From an optimization exercise on the open Yosys and OpenROAD flow, aimed at small area, a short achievable clock period and few clock cycles per item; shortcuts taken in it are not production practice. In this exercise RTL edits were held to simulation tests only and were not proved equivalent to the original. Power and IR drop assume default switching activity.

==> flow/design.v (outline; a module is shown in full before it is edited, if it fits) <==
// module msae_ram: 53 lines
// module msae_alu: 29 lines
// module msae_mul_cs: 1587 lines
// module mips_subset_alu_execute: 309 lines
module mips_subset_alu_execute #(
   parameter int REG_COUNT = 32
) (
   input  logic                                    clock,
   input  logic                                    reset,
   input  logic                                    req_valid,
   output logic                                    req_ready,
   input  logic                                    req_operation,
   input  logic [31:0]                             req_instruction,
   input  logic [msae_pkg::IDX_FIELD_W-1:0]        req_load_index,
   input  logic signed [msae_pkg::DATA_W-1:0]      req_load_data,
   output logic                                    rsp_valid,
   input  logic                                    rsp_ready,
   output logic [msae_pkg::IDX_FIELD_W-1:0]        rsp_dest_index,
   output logic signed [msae_pkg::DATA_W-1:0]      rsp_result_value,
   output logic                                    rsp_wrote,
   output logic                                    rsp_unknown_op
);
  // ...
==> flow/flow/run.sh <==
#!/bin/bash
# The standard layout (the standard.sh: ORFS synthesis through finish), with
# timing repair asked to leave a setup margin, so that the design is sized for a
# clock well below the design's period. The SDC is the design's own.
set -euo pipefail
bash standard.sh SETUP_SLACK_MARGIN=8.2 TNS_END_PERCENT=100 ABC_CLOCK_PERIOD_IN_PS=4000 finish > flow_make.log 2>&1
==> flow/standard.sh <==
#!/bin/bash
# synth_recipe.tcl (not shown) runs the flow's synth.tcl, then flattens the netlist and writes it again
# the make line also repeats each setting of config.mk as NAME=value (left out here)
make -C /OpenROAD-flow-scripts/flow DESIGN_CONFIG=/design/flow/config.mk WORK_HOME=/design/flow/orfs CLKGATE_MAP_FILE= SYNTH_SCRIPT=/design/flow/synth_recipe.tcl "${@:-finish}"
==> flow/config.mk <==
export PLATFORM = sky130hd
export DESIGN_NAME = mips_subset_alu_execute
export DESIGN_NICKNAME = mips_subset_alu_execute
export VERILOG_FILES = /design/flow/design.v
export SDC_FILE = /design/flow/constraint.sdc
export NUM_CORES = 4
export LEC_CHECK = 0
export CAP_MARGIN = 20
export CORE_MARGIN = 2
export CORE_UTILIZATION = 45
export CTS_CLUSTER_DIAMETER = 80
export CTS_CLUSTER_SIZE = 30
export PLACE_DENSITY = 0.55
export SLEW_MARGIN = 20
==> flow/constraint.sdc <==
create_clock -name core_clock -period 12.0 [get_ports {clock}]
set_input_delay 2.4000 -clock core_clock [delete_from_list [all_inputs] [get_ports {clock}]]
set_output_delay 2.4000 -clock core_clock [all_outputs]
set_load 0.01 [all_outputs]
==> flow_results.xml, run 1 <==
<?xml version="1.0" encoding="UTF-8"?>
<metrics>
  <group name="sta">
    <metric name="finalHoldViolCount" unit="">0</metric>
    <metric name="finalCritPeriodShare" unit="%">37.7</metric>
    <metric name="period_needed" unit="ns">4.53</metric>
    <metric name="grt_setup_unrepaired" unit="">true</metric>
    <metric name="max_slew.worst_pin.slew" unit="ns">1.19</metric>
  </group>
  <group name="layout">
    <metric name="flip_flop_and_latch_area" unit="sq um">42000</metric>
    <metric name="fillCellCount" unit="">15300</metric>
    <metric name="antenna_cells" unit="">24</metric>
    <metric name="layout.cells.largest_class" unit="">multi-input combinational cells</metric>
    <metric name="final_design_area_no_fill" unit="sq um">106000</metric>
    <metric name="post-route-util" unit="%">57.2</metric>
  </group>
  <group name="clock_network">
    <metric name="cts_resized" unit="">1015</metric>
    <metric name="cts-hold-fix-buffers" unit="">0</metric>
    <metric name="clk_root_buffer_cell" unit="">sky130_fd_sc_hd__clkbuf_16</metric>
  </group>
  <group name="grt">
    <metric name="grt.met2_usage" unit="%">63.5</metric>
  </group>
  <group name="die">
    <metric name="boundaryPins" unit="">115</metric>
    <metric name="std_cell_rows" unit="">158</metric>
    <metric name="die_area" unit="sq um">190000</metric>
  </group>
  <group name="run">
    <metric name="maxCapViolations" unit="">0</metric>
  </group>
  <group name="routing">
    <metric name="routedLengthMet1" unit="microns">147000</metric>
    <metric name="wire_per_inst" unit="microns">41.6</metric>
  </group>
  <group name="synth">
    <metric name="yosysUniqueCellTypes" unit="">83</metric>
    <metric name="post_synth_inst_count" unit="">7351</metric>
    <metric name="yosys.area.top_type" unit="">sky130_fd_sc_hd__edfxtp_1</metric>
    <metric name="synth_top_family_by_area" unit="">compound AO/OA/AOI/OAI gates</metric>
    <metric name="yosys-top-cells-area" unit="">sky130_fd_sc_hd__edfxtp_1, sky130_fd_sc_hd__fa_1, sky130_fd_sc_hd__a22oi_1, sky130_fd_sc_hd__nor2_1, sky130_fd_sc_hd__nand2_1</metric>
    <metric name="synth-edff-count" unit="">1386</metric>
    <metric name="ys_seq_elements" unit="">1403</metric>
    <metric name="synth.top_cells.by_count" unit="">sky130_fd_sc_hd__edfxtp_1, sky130_fd_sc_hd__a22oi_1, sky130_fd_sc_hd__nor2_1</metric>
    <metric name="synth_top_flop_cell" unit="">sky130_fd_sc_hd__edfxtp_1</metric>
  </group>
  <group name="power">
    <metric name="power_frac_comb" unit="%">1.8</metric>
    <metric name="p_int" unit="uW">7150</metric>
    <metric name="p_comb" unit="uW">172</metric>
    <metric name="total_clock_network_power" unit="uW">3900</metric>
    <metric name="seq_cell_power" unit="uW">5370</metric>
  </group>
  <group name="worst_setup_path">
    <metric name="slowest_delay" unit="ns">0.59</metric>
    <metric name="critPathBufInv" unit="">11</metric>
    <metric name="rr_worst_depth" unit="">19</metric>
    <metric name="worst_setup_path_endpoint" unit="">x_c0_ff[20]</metric>
    <metric name="rr_startpoint" unit="">e_xb_ff</metric>
  </group>
  <group name="status">
    <metric name="run_status" unit="">complete, no violations</metric>
  </group>
  <group name="hold_path">
    <metric name="worstHoldPathType" unit="">register to register</metric>
  </group>
  <group name="place">
    <metric name="place_ws" unit="ns">6.23</metric>
  </group>
</metrics>
Testbench counts, summed over its fixed seeds: cycles 32,316, items 32,000.
==> run 2, diff against run 1 <==
--- a/flow/config.mk
+++ b/flow/config.mk
@@ -10,4 +10,4 @@
 export CORE_UTILIZATION = 45
-export CTS_CLUSTER_DIAMETER = 80
-export CTS_CLUSTER_SIZE = 30
+export CTS_CLUSTER_DIAMETER = 70
+export CTS_CLUSTER_SIZE = 25
 export PLACE_DENSITY = 0.55
==> run 2 against run 1 <==
- non-clock buffer count grew 11
- clock skew shrank 0.053 ns
- critical endpoint is now r_val_ff[23]
- area after synthesis is the same
- critical path depth shrank 3
==> flow_results.xml, run 2 <==
<?xml version="1.0" encoding="UTF-8"?>
<metrics>
  <group name="status">
    <metric name="run_status" unit="">complete, no violations</metric>
  </group>
  <group name="power">
    <metric name="pwr-share-clk" unit="%">43.5</metric>
    <metric name="power_switching_share" unit="%">24.1</metric>
    <metric name="power_frac_comb" unit="%">1.8</metric>
    <metric name="power.leakage" unit="uW">0.0391</metric>
    <metric name="peakVddDrop" unit="uV">164</metric>
    <metric name="power.net_switching" unit="uW">2370</metric>
    <metric name="p_int" unit="uW">7450</metric>
    <metric name="p_seq_share" unit="%">54.7</metric>
    <metric name="power_density_over_the_cells" unit="nW/um^2">92.5</metric>
  </group>
  <group name="die">
    <metric name="fp.coreArea" unit="sq um">185000</metric>
    <metric name="die-width" unit="microns">435</metric>
    <metric name="initial_utilization" unit="%">45.2</metric>
    <metric name="std_cell_rows" unit="">158</metric>
    <metric name="boundaryPins" unit="">115</metric>
    <metric name="die_area" unit="sq um">190000</metric>
    <metric name="floorplan.die.height" unit="microns">435</metric>
  </group>
  <group name="worst_setup_path">
    <metric name="worstReg2RegEnd" unit="">r_val_ff[23]</metric>
    <metric name="rr_startpoint" unit="">x_c0_ff[12]</metric>
    <metric name="worst-path-max-fanout" unit="">2</metric>
    <metric name="timing.critical_path.from_type" unit="">register</metric>
    <metric name="worst-setup-path-type" unit="">register to register</metric>
    <metric name="worstSetupEndpointType" unit="">register</metric>
    <metric name="critPathArrivalTime" unit="ns">5.03</metric>
    <metric name="cp.required" unit="ns">12.56</metric>
    <metric name="rr_worst_depth" unit="">16</metric>
    <metric name="regToRegSetupSlack" unit="ns">7.53</metric>
  </group>
  <group name="routing">
    <metric name="post-route-drc-count" unit="">0</metric>
    <metric name="drt_initial_violations" unit="">14600</metric>
    <metric name="wire_per_inst" unit="microns">41.5</metric>
    <metric name="via_count" unit="">76100</metric>
    <metric name="detail_route.wirelength" unit="microns">441000</metric>
    <metric name="ant_nets" unit="">0</metric>
    <metric name="via_per_inst" unit="">7.16</metric>
    <metric name="drt_pass1_iterations" unit="">13</metric>
  </group>
  <group name="sta">
    <metric name="grt_setup_unrepaired" unit="">true</metric>
    <metric name="max_clock_freq" unit="MHz">224</metric>
    <metric name="timing.max_slew.rel_slack" unit="%">3.76</metric>
    <metric name="layout_setup_ws" unit="ns">7.53</metric>
    <metric name="finalHoldViolCount" unit="">0</metric>
    <metric name="slew_violations" unit="">0</metric>
    <metric name="fin_setup_tns" unit="ns">0</metric>
    <metric name="finalCritPeriodShare" unit="%">37.2</metric>
    <metric name="setup_viol" unit="">0</metric>
    <metric name="max_slew.worst_pin.slew" unit="ns">1.43</metric>
    <metric name="final.setup_skew" unit="ns">0.0517</metric>
    <metric name="period_needed" unit="ns">4.47</metric>
  </group>
  <group name="synth">
    <metric name="yosysUniqueCellTypes" unit="">83</metric>
    <metric name="yosys-top-cells-area" unit="">sky130_fd_sc_hd__edfxtp_1, sky130_fd_sc_hd__fa_1, sky130_fd_sc_hd__a22oi_1, sky130_fd_sc_hd__nor2_1, sky130_fd_sc_hd__nand2_1</metric>
    <metric name="synth_top_flop_cell" unit="">sky130_fd_sc_hd__edfxtp_1</metric>
    <metric name="ys.warnings.count" unit="">4</metric>
    <metric name="netlist_area" unit="sq um">83700</metric>
    <metric name="synth_seq_area_share" unit="%">50.1</metric>
    <metric name="mapped_avg_cell_area" unit="sq um">11.4</metric>
    <metric name="ys_seq_elements" unit="">1403</metric>
    <metric name="post-synth-top-area-fraction" unit="%">49.7</metric>
    <metric name="post_synth_inst_count" unit="">7351</metric>
    <metric name="yosys.area.top_type" unit="">sky130_fd_sc_hd__edfxtp_1</metric>
    <metric name="synth.net_count" unit="">7965</metric>
    <metric name="yosys.cell_count.top_type" unit="">sky130_fd_sc_hd__edfxtp_1</metric>
    <metric name="yosys-mux-area-fraction" unit="%">4.76</metric>
    <metric name="post_synth_xor_area_fraction" unit="%">2.03</metric>
    <metric name="adder_and_majority_gate_portion_of_the_synthesized_area" unit="%">11.8</metric>
    <metric name="synth-edff-count" unit="">1386</metric>
    <metric name="synth_top_family_by_area" unit="">compound AO/OA/AOI/OAI gates</metric>
    <metric name="async_set_or_reset_flop_fraction_in_the_synthesized_netlist" unit="%">0</metric>
    <metric name="synth.top_cells.by_count" unit="">sky130_fd_sc_hd__edfxtp_1, sky130_fd_sc_hd__a22oi_1, sky130_fd_sc_hd__nor2_1</metric>
    <metric name="synth_compound_area_share" unit="%">16.3</metric>
    <metric name="simple_gate_share_of_the_synthesized_area" unit="%">10.7</metric>
  </group>
  <group name="clock_network">
    <metric name="tritoncts.num_buffers" unit="">111</metric>
    <metric name="numClockSinks" unit="">1403</metric>
    <metric name="clk_pin_slew_worst_paths" unit="ns">0.09</metric>
    <metric name="cts-hold-fix-buffers" unit="">0</metric>
    <metric name="clk_root_buffer_cell" unit="">sky130_fd_sc_hd__clkbuf_16</metric>
    <metric name="cts_tree" unit="">yes</metric>
    <metric name="worstSkewPairLatency" unit="ns">0.85</metric>
    <metric name="cts-htree-levels" unit="">3</metric>
    <metric name="cts_buffer_depth" unit="">3</metric>
  </group>
  <group name="place">
    <metric name="detailedPlacementHpwl" unit="microns">248000</metric>
    <metric name="place_ws" unit="ns">6.23</metric>
    <metric name="numPortBuffers" unit="">113</metric>
    <metric name="weighted_congestion_reported_at_the_end_of_routability_driven_placement" unit="">1.03</metric>
  </group>
  <group name="hold_path">
    <metric name="worst_hold_path_cell_count" unit="">0</metric>
    <metric name="hold_path_startpoint" unit="">e_wr_ff</metric>
    <metric name="worstHoldPathType" unit="">register to register</metric>
    <metric name="end_point_of_the_worst_hold_path" unit="">x_wr_ff</metric>
  </group>
  <group name="grt">
    <metric name="global_route.usage.total" unit="%">44.4</metric>
    <metric name="pin_count_of_the_biggest_net_entering_global_routing" unit="">74</metric>
    <metric name="antenna_violations_before_repair" unit="">28</metric>
    <metric name="grt_first_pass_wirelength" unit="microns">586000</metric>
    <metric name="vias_in_the_first_global_route" unit="">71900</metric>
    <metric name="grt_overflow_total" unit="">0</metric>
  </group>
  <group name="layout">
    <metric name="drive_gt1_share" unit="%">27.2</metric>
    <metric name="mostFrequentLayoutCells" unit="">sky130_fd_sc_hd__edfxtp_1, sky130_fd_sc_hd__a22oi_1, sky130_fd_sc_hd__nand2_1</metric>
    <metric name="largest_register_ff_count" unit="">1024</metric>
    <metric name="largest_register" unit="">u_rf.mem_ff</metric>
    <metric name="fin_nets" unit="">8646</metric>
    <metric name="areaGrowthSynthToFinish" unit="%">26.7</metric>
    <metric name="layout_commonest_cell" unit="">sky130_fd_sc_hd__edfxtp_1</metric>
  </group>
  <group name="run">
    <metric name="maxCapViolations" unit="">0</metric>
  </group>
</metrics>
[run 2: cell counts after synthesis]
No cell type changed its count.
[run 2: worst max-delay path by stage]
stage / startpoint / to / depth (start not counted)
3_5_place_dp: s0_ld_ff / e_b_ff[25] / 14
2_1_floorplan: e_xb_ff / x_c0_ff[31] / 18
4_1_cts: x_val_ff[23] / r_val_ff[31] / 16
5_1_grt: x_val_ff[22] / r_val_ff[29] / 19
6_report: x_c0_ff[12] / r_val_ff[23] / 16
3_3_place_gp: s0_ld_ff / e_b_ff[3] / 14
[run 2: power by group through the flow]
stage	Combinational, uW	Clock (uW)	Sequential [uW]
after detailed placement	159	0	5480
after global routing	175	4440	5370
after global placement	158	0	5480
final	172	4280	5370
after CTS	164	4250	5370
after floorplan	73.6	0	5470
[run 2: worst max-delay path: stages, from the launching register on]
cell and delay, ns:
sky130_fd_sc_hd__edfxtp_1 0.42, sky130_fd_sc_hd__fa_1 0.60, sky130_fd_sc_hd__fa_2 0.48, sky130_fd_sc_hd__ha_4 0.27, sky130_fd_sc_hd__ha_4 0.24, sky130_fd_sc_hd__and3_4 0.15
sky130_fd_sc_hd__and3_4 0.17, sky130_fd_sc_hd__a311o_2 0.53, sky130_fd_sc_hd__buf_6 0.19, sky130_fd_sc_hd__buf_6 0.11, sky130_fd_sc_hd__o21ai_2 0.14, sky130_fd_sc_hd__a21oi_2 0.09
sky130_fd_sc_hd__o21ai_2 0.17, sky130_fd_sc_hd__a21oi_2 0.08, sky130_fd_sc_hd__a21oi_2 0.17, sky130_fd_sc_hd__xnor2_2 0.12, sky130_fd_sc_hd__mux2_4 0.27
[run 2: cells by family (layout without fill, tap and decap cells)]
group | Yosys count | after routing
AOI/OAI and AO/OA | 1934 | 1935
xor gates and xnor gates | 194 | 194
adders and majority gates | 540 | 540
buffers and inverters | 911 | 1685
DFF | 1403 | 1403
muxes | 351 | 351
other | 0 | 21
and+or+nand+nor | 2018 | 2020
[run 2: layer usage]
layer | wire length (microns) | vias up | track usage (%)
met4 | 47800 | 24 | 35.5
met3 | 66400 | 2328 | 16.0
met2 | 180000 | 7294 | 63.7
li1 | - | 29000 | -
met5 | 332 | - | 0.252
met1 | 146000 | 37400 | 54.0
[run 2: final cells by class]
class / instances / area, sq um
Antenna cell: 21 / 52.6
Clock buffer: 119 / 2890
Clock inverter: 90 / 1270
Inverter: 424 / 1610
Timing Repair Buffer: 1052 / 12200
Multi-Input combinational cell: 5040 / 43000
Fill cell: 15300 / 79100
Sequential cell: 1403 / 42000
Tap cell: 2480 / 3100
[run 2: through the flow]
stage	total power (uW)	hold WS, ns	instance area, sq um	cells	utilization, %
after floorplan	5550	0.427	84900	7351	-
after global placement	5640	0.435	89800	9725	48.5
after detailed placement	5640	0.442	89800	9725	48.5
after CTS	9780	0.467	102000	10400	55.2
after global routing	9990	0.490	106000	10600	57.3
final	9820	0.470	106000	10600	57.3
[run 2: what timing repair did]
| action | CTS | global route |
|---|---|---|
| setup endpoints to repair | 556 | 736 |
| gates resized for setup | 1064 | 391 |
| pin swaps | 326 | 246 |
| gates cloned | 31 | 21 |
| setup buffers | 425 | 197 |

-- port drivers added, routing unchanged --
How much do the figures lean on ideal ports? The routed layouts below were timed once more, with nothing changed but the port constraints. Step 1 assumes that a clkbuf_16 drives the clock port and a buf_2 every other input. Step 2 adds t to the input delays and takes it off the output delays; t is the mean of the earliest and latest rising clock arrival at the registers after step 1. Input paths then give back, and output paths get back, about the clock's delay inside the block. Three values: no drivers, after step 1, after step 2; two values: the first two.
| run | shift t [ns] | setup WS [ns] | worst register clock-pin slew, ns | worst data-port slew with drivers (ns) |
|---|---|---|---|---|
| run 1 | 0.895 | 7.473 / 7.473 / 7.473 | 0.12 / 0.12 | 0.04 |
| run 2 | 0.910 | 7.533 / 7.533 / 7.452 | 0.10 / 0.10 | 0.04 |
After both steps every run listed still meets setup and hold. The setup slack of run 2, which loses most, moves by 0.000 ns with the drivers and by -0.081 ns with both steps.
